What follows belongs to an exercise in optimizing a design on an open flow for small area, a short achievable clock period and few clock cycles per item; a production flow would make more cautious choices.
Function was checked by simulation only, so behaviour that the tests miss may differ from the original.
No activity file was given, so power comes from the tool's default toggle rates.

==> flow/design.v (excerpt) <==
module bit_vector_last_one_query_core (
	input  logic                           clk,
	input  logic                           arst_n,
	input  logic                           in_valid,
	output logic                           in_stall,
	input  logic [bvlq_pkg::FUNC_W-1:0]    func,
	input  logic                           bit_value,
	input  logic [bvlq_pkg::POS_W-1:0]     query_pos,
	output logic                           out_valid,
	input  logic                           out_stall,
	output logic [bvlq_pkg::POS_W-1:0]     last_one_pos,
	output logic                           found,
	output logic [bvlq_pkg::STAT_W-1:0]    status
);
Size: roughly 3200 cells after synthesis, roughly 34 I/O pins.
clock: 10.0 ns
lec_check: 0
cap_margin: 20
core_margin: 2
core_utilization: 35
setup_slack_margin: 5
slew_margin: 20
synth_memory_max_bits: 8192
tns_end_percent: 10
standard.sh (not shown) runs the stock make flow with config.mk's settings and CLKGATE_MAP_FILE= SYNTH_SCRIPT=/design/flow/synth_recipe.tcl, a recipe that flattens the netlist after the stock synthesis.
==> flow/flow/run.sh <==
#!/bin/bash
set -euo pipefail
MARGIN=$(cat flow/margin.txt)
CTS=$(cat flow/cts_args.txt)
bash standard.sh SETUP_SLACK_MARGIN="$MARGIN" "CTS_ARGS=$CTS" finish > make_finish.log 2>&1
==> flow/flow/cts_args.txt <==
-sink_clustering_enable -repair_clock_nets -dont_use_dummy_load -sink_clustering_size 24 -sink_clustering_max_diameter 90
==> flow/flow/margin.txt <==
6.5
The baseline ran to the end with no violations.
Testbench counts at the start, summed over its fixed seeds: cycles 13,033, items 12,800.
==> next run, changes <==
==> flow/flow/margin.txt (replaced) <==
7.0
Settings changed: TNS_END_PERCENT 10 to unset.
Result: Synthesized cell count does not change; hold slack gets better by 0.016 ns; routed wire length is higher by about 8%; final cell count goes up by 3.5%; register-to-register slack is better by 0.16 ns; design area grows by about 6%; sequential share of layout area drops by 4.1 points; via count climbs by about 5%; setup slack is better by 0.16 ns.
==> next run, changes <==
==> flow/flow/run.sh (replaced) <==
#!/bin/bash
set -euo pipefail
MARGIN=$(cat flow/margin.txt)
bash standard.sh SETUP_SLACK_MARGIN="$MARGIN" finish > make_finish.log 2>&1
==> flow/flow/margin.txt (replaced) <==
6.5
removed: flow/flow/cts_args.txt
The changed run produced a clean layout. Design area is lower by 0.36%. Routed wire length goes down by about 4%. Worst setup slack is worse by 0.14 ns.
==> next run, changes <==
==> flow/flow/run.sh (replaced) <==
#!/bin/bash
set -euo pipefail
MARGIN=$(cat flow/margin.txt)
CTS=$(cat flow/cts_args.txt)
bash standard.sh SETUP_SLACK_MARGIN="$MARGIN" "CTS_ARGS=$CTS" finish > make_finish.log 2>&1
==> flow/flow/cts_args.txt (new file) <==
-sink_clustering_enable -repair_clock_nets -dont_use_dummy_load -sink_clustering_size 24 -sink_clustering_max_diameter 90
Settings changed: CORE_UTILIZATION 35 to 45.
Result:
- The new run went through all stages and came out clean
- register-to-register slack gets worse by 0.02 ns
- via count stays flat
- design area came out lower by 5.3%
- non-clock buffer count came out lower by 12
- routed wire length came out higher by 2.3%
- worst hold slack hardly moves
- total power came out lower by 12%
- final cell count came out lower by 11%
- setup slack gets worse by 0.024 ns
- core utilization came out higher by 8.9 points

* * *

## middle
bit_vector_last_one_query_core, a different RTL version from the one above (not shown whole).
Size in the first run: ~1,300 flip-flops, roughly 34 I/O pins, roughly 49,000 sq um of cells after synthesis.
Settings: LEC_CHECK=0, CAP_MARGIN=20, CORE_MARGIN=2, CORE_UTILIZATION=35, SETUP_SLACK_MARGIN=5, SLEW_MARGIN=20, SYNTH_MEMORY_MAX_BITS=8192; clock period 10.0 ns.
==> flow/flow/run.sh <==
#!/bin/bash
set -euo pipefail
MARGIN=$(cat flow/margin.txt)
CTS=$(cat flow/cts_args.txt)
bash standard.sh SETUP_SLACK_MARGIN="$MARGIN" "CTS_ARGS=$CTS" finish > make_finish.log 2>&1
==> flow/flow/cts_args.txt <==
-sink_clustering_enable -repair_clock_nets -dont_use_dummy_load -sink_clustering_size 24 -sink_clustering_max_diameter 90
==> flow/flow/margin.txt <==
6.75
Testbench counts of middle, summed over its fixed seeds: cycles 12,832, items 12,800.
diff inputs: middle => north
==> flow/flow/margin.txt <==
7.0
--- outcome ---
Cmp north and middle / register-to-register setup slack / lower: middle. Comparing north and middle, power per cell area is lower on middle. Footprint of the multi-input gates ended up about 3.3% higher on north than on middle. Delta (north minus middle): slack of the critical path increased by 0.012 ns relative to the old numbers, maximum fanout encountered on the critical timing path -3. Per the comparison of north with middle, combinational share of power now larger, internal power summed over all cells +0.00043 W. Diff middle..north | effective utilization at floorplan | unchanged. On delay of the slowest critical-path stage, north and middle are basically level. For the global-route wire length before repair, north came in 4.1% higher than middle did.

* * *

== rev 12 ==
Another version of the RTL of bit_vector_last_one_query_core (not shown whole).
Size in the first run: roughly 4000 cells after synthesis, about 1200 flip-flops.
==> flow/config.mk <==
export PLATFORM = sky130hd
export DESIGN_NAME = bit_vector_last_one_query_core
export DESIGN_NICKNAME = bit_vector_last_one_query_core
export VERILOG_FILES = /design/flow/design.v
export SDC_FILE = /design/flow/constraint.sdc
export NUM_CORES = 4
export LEC_CHECK = 0
export CAP_MARGIN = 20
export CORE_MARGIN = 2
export CORE_UTILIZATION = 30
export SLEW_MARGIN = 20
export SYNTH_MEMORY_MAX_BITS = 8192
==> flow/constraint.sdc <==
create_clock -name core_clock -period 10.0 [get_ports {clk}]
set_input_delay 2.0000 -clock core_clock [delete_from_list [all_inputs] [get_ports {clk}]]
set_output_delay 2.0000 -clock core_clock [all_outputs]
set_load 0.01 [all_outputs]
run.sh (not shown) runs the stock make flow with config.mk's settings and CLKGATE_MAP_FILE= SYNTH_SCRIPT=/design/flow/synth_recipe.tcl, a recipe that flattens the netlist after the stock synthesis.
Stock flow here: none of the scripts above is used.
What the final checks of rev 12 revealed, after a flow that finished every stage, was a layout that fails on capacitance limit, slew limit.
Testbench counts of rev 12, summed over its fixed seeds: cycles 12,840, items 12,800.
Changes in rev 13 relative to rev 12:
- a change of CORE_UTILIZATION from 30 to 40
==> notes.md <==
Run status, rev 13: aborted in global routing (5_1_grt), error GRT-0116. Level count of the clock H-tree ended up 1 lower on rev 13 than on rev 12. Measured against each other, rev 12 and rev 13 differ in TritonCTS buffer count, the higher figure coming from rev 12. From rev 12 to rev 13, synthesized area did not move at all.

* * *

Another version of the RTL of bit_vector_last_one_query_core (not shown whole).
Size: about 3,000 cells after synthesis, roughly 1,200 flip-flops, ~47,000 um^2 of cells after synthesis.
==> flow/design.v (excerpt) <==
module bit_vector_last_one_query_core (
	input  logic                           clk,
	input  logic                           arst_n,
	input  logic                           in_valid,
	output logic                           in_stall,
	input  logic [bvlq_pkg::FUNC_W-1:0]    func,
	input  logic                           bit_value,
	input  logic [bvlq_pkg::POS_W-1:0]     query_pos,
	output logic                           out_valid,
	input  logic                           out_stall,
	output logic [bvlq_pkg::POS_W-1:0]     last_one_pos,
	output logic                           found,
	output logic [bvlq_pkg::STAT_W-1:0]    status
);
	localparam int unsigned NR = bvlq_pkg::NUM_ROWS;
	localparam int unsigned BB = bvlq_pkg::BLOCK_BITS;
	localparam int unsigned OW = bvlq_pkg::OFF_W;
	localparam int unsigned BW = bvlq_pkg::BLK_W;
	localparam int unsigned NG = BB / 8;
	localparam int unsigned GW = $clog2(NG);
	logic hold_q;    
	logic miss_q;    
	logic stall_q;   
	logic run_ab;
	logic                        a_valid_q;
	logic [bvlq_pkg::FUNC_W-1:0] a_func_q;
	logic                        a_bit_q;
	bvlq_pkg::pos_t              a_pos_q;
	assign run_ab   = !stall_q;
	assign in_stall = stall_q;
	always_ff @(posedge clk or negedge arst_n) begin
		if (!arst_n) begin
			a_valid_q <= 1'b0;
		end else if (run_ab) begin
  ...
clock: 10.0 ns
lec_check: 0
cap_margin: 20
core_margin: 2
core_utilization: 35
setup_slack_margin: 5
slew_margin: 20
synth_memory_max_bits: 8192
Testbench counts at the start, summed over its fixed seeds: cycles 13,025, items 12,800.
Rerun with:
==> flow/flow/run.sh (new file) <==
#!/bin/bash
set -euo pipefail
MARGIN=$(cat flow/margin.txt)
bash standard.sh SETUP_SLACK_MARGIN="$MARGIN" finish > make_finish.log 2>&1
==> flow/flow/margin.txt (new file) <==
6.5
==> flow/standard.sh (new file) <==
#!/bin/bash
# synth_recipe.tcl (not shown) runs the flow's synth.tcl, then flattens the netlist and writes it again
# the make line also repeats each setting of config.mk as NAME=value (left out here)
make -C /OpenROAD-flow-scripts/flow DESIGN_CONFIG=/design/flow/config.mk WORK_HOME=/design/flow/orfs CLKGATE_MAP_FILE= SYNTH_SCRIPT=/design/flow/synth_recipe.tcl "${@:-finish}"
removed: flow/run.sh
What happened:
- The new run went through all stages and came out clean
- worst hold slack improved by 0.044 ns
- register-to-register slack improved by 0.96 ns
- power goes up by 5.8%
- maximum frequency goes up by 25%
- clock-buffer cell count goes up by 3
- critical path depth goes down by 3
- worst setup slack improved by 0.96 ns
- clock skew hardly moves
- via count goes up by 4.0%
- final cell count goes up by 1.8%

* * *

bit_vector_last_one_query_core with an RTL version that a note above also has.
For scale: roughly 3200 cells after synthesis, roughly 1300 flip-flops, ~0.050 mm² of cells after synthesis.
clock: 10.0 ns
lec_check: 0
cap_margin: 20
core_margin: 2
core_utilization: 35
setup_slack_margin: 5
slew_margin: 20
synth_memory_max_bits: 8192
tns_end_percent: 10
standard.sh (not shown) runs the stock make flow with config.mk's settings and CLKGATE_MAP_FILE= SYNTH_SCRIPT=/design/flow/synth_recipe.tcl, a recipe that flattens the netlist after the stock synthesis.
==> flow/flow/run.sh <==
#!/bin/bash
set -euo pipefail
MARGIN=$(cat flow/margin.txt)
CTS=$(cat flow/cts_args.txt)
bash standard.sh SETUP_SLACK_MARGIN="$MARGIN" "CTS_ARGS=$CTS" finish > make_finish.log 2>&1
==> flow/flow/margin.txt <==
7.0
Scripts as last shown in full above: flow/flow/cts_args.txt
The starting point produced a clean layout.
Testbench counts at the start, summed over its fixed seeds: cycles 13,033, items 12,800.
Next try:
==> flow/flow/margin.txt (replaced) <==
6.5
Settings changed: TNS_END_PERCENT 10 to default.
Result:
- wire length shrinks by 3.7%
- area after synthesis is unchanged
- non-clock buffer count shrinks by 30

[re-timing with driven ports]
How much do the figures lean on ideal ports? The routed layouts below were timed once more, with nothing changed but the port constraints. Step 1: set_driving_cell puts a clkbuf_16 on clk and a buf_2 on each other input, an assumption about the parent block. Step 2 times the ports against the registers' clock, not the clock port: input delays grow and output delays shrink by t, the midpoint of the rising clock arrivals with the driver on. a / b / c = no drivers / after step 1 / after step 2; a / b = the first two.
| run | shift t [ns] | setup WS [ns] | clock arrival spread, ns |
|---|---|---|---|
| the first run of note 1 | 0.768 | 6.331 / 6.331 / 6.331 | 0.055 / 0.054 |
| the second run of note 1 | 0.779 | 6.486 / 6.486 / 6.486 | 0.054 / 0.054 |
| the third run of note 1 | 0.814 | 6.351 / 6.351 / 6.351 | 0.039 / 0.039 |
| the fourth run of note 1 | 0.774 | 6.326 / 6.326 / 6.326 | 0.094 / 0.094 |
| middle | 0.736 | 6.658 / 6.584 / 6.477 | 0.077 / 0.077 |
| north | 0.738 | 6.671 / 6.602 / 6.428 | 0.075 / 0.075 |
| rev 12 | 0.900 | 3.899 / 3.899 / 3.899 | 0.055 / 0.056 |
| the first run of note 4 | 0.810 | 5.178 / 5.178 / 5.178 | 0.036 / 0.036 |
| the second run of note 4 | 0.797 | 6.133 / 6.133 / 6.133 | 0.035 / 0.036 |
| the first run of note 5 | 0.744 | 6.377 / 6.377 / 6.377 | 0.119 / 0.119 |
| the second run of note 5 | 0.774 | 6.411 / 6.411 / 6.411 | 0.052 / 0.051 |
For north, which loses most, drivers alone change the setup slack by -0.069 ns; drivers and shift together by -0.243 ns.
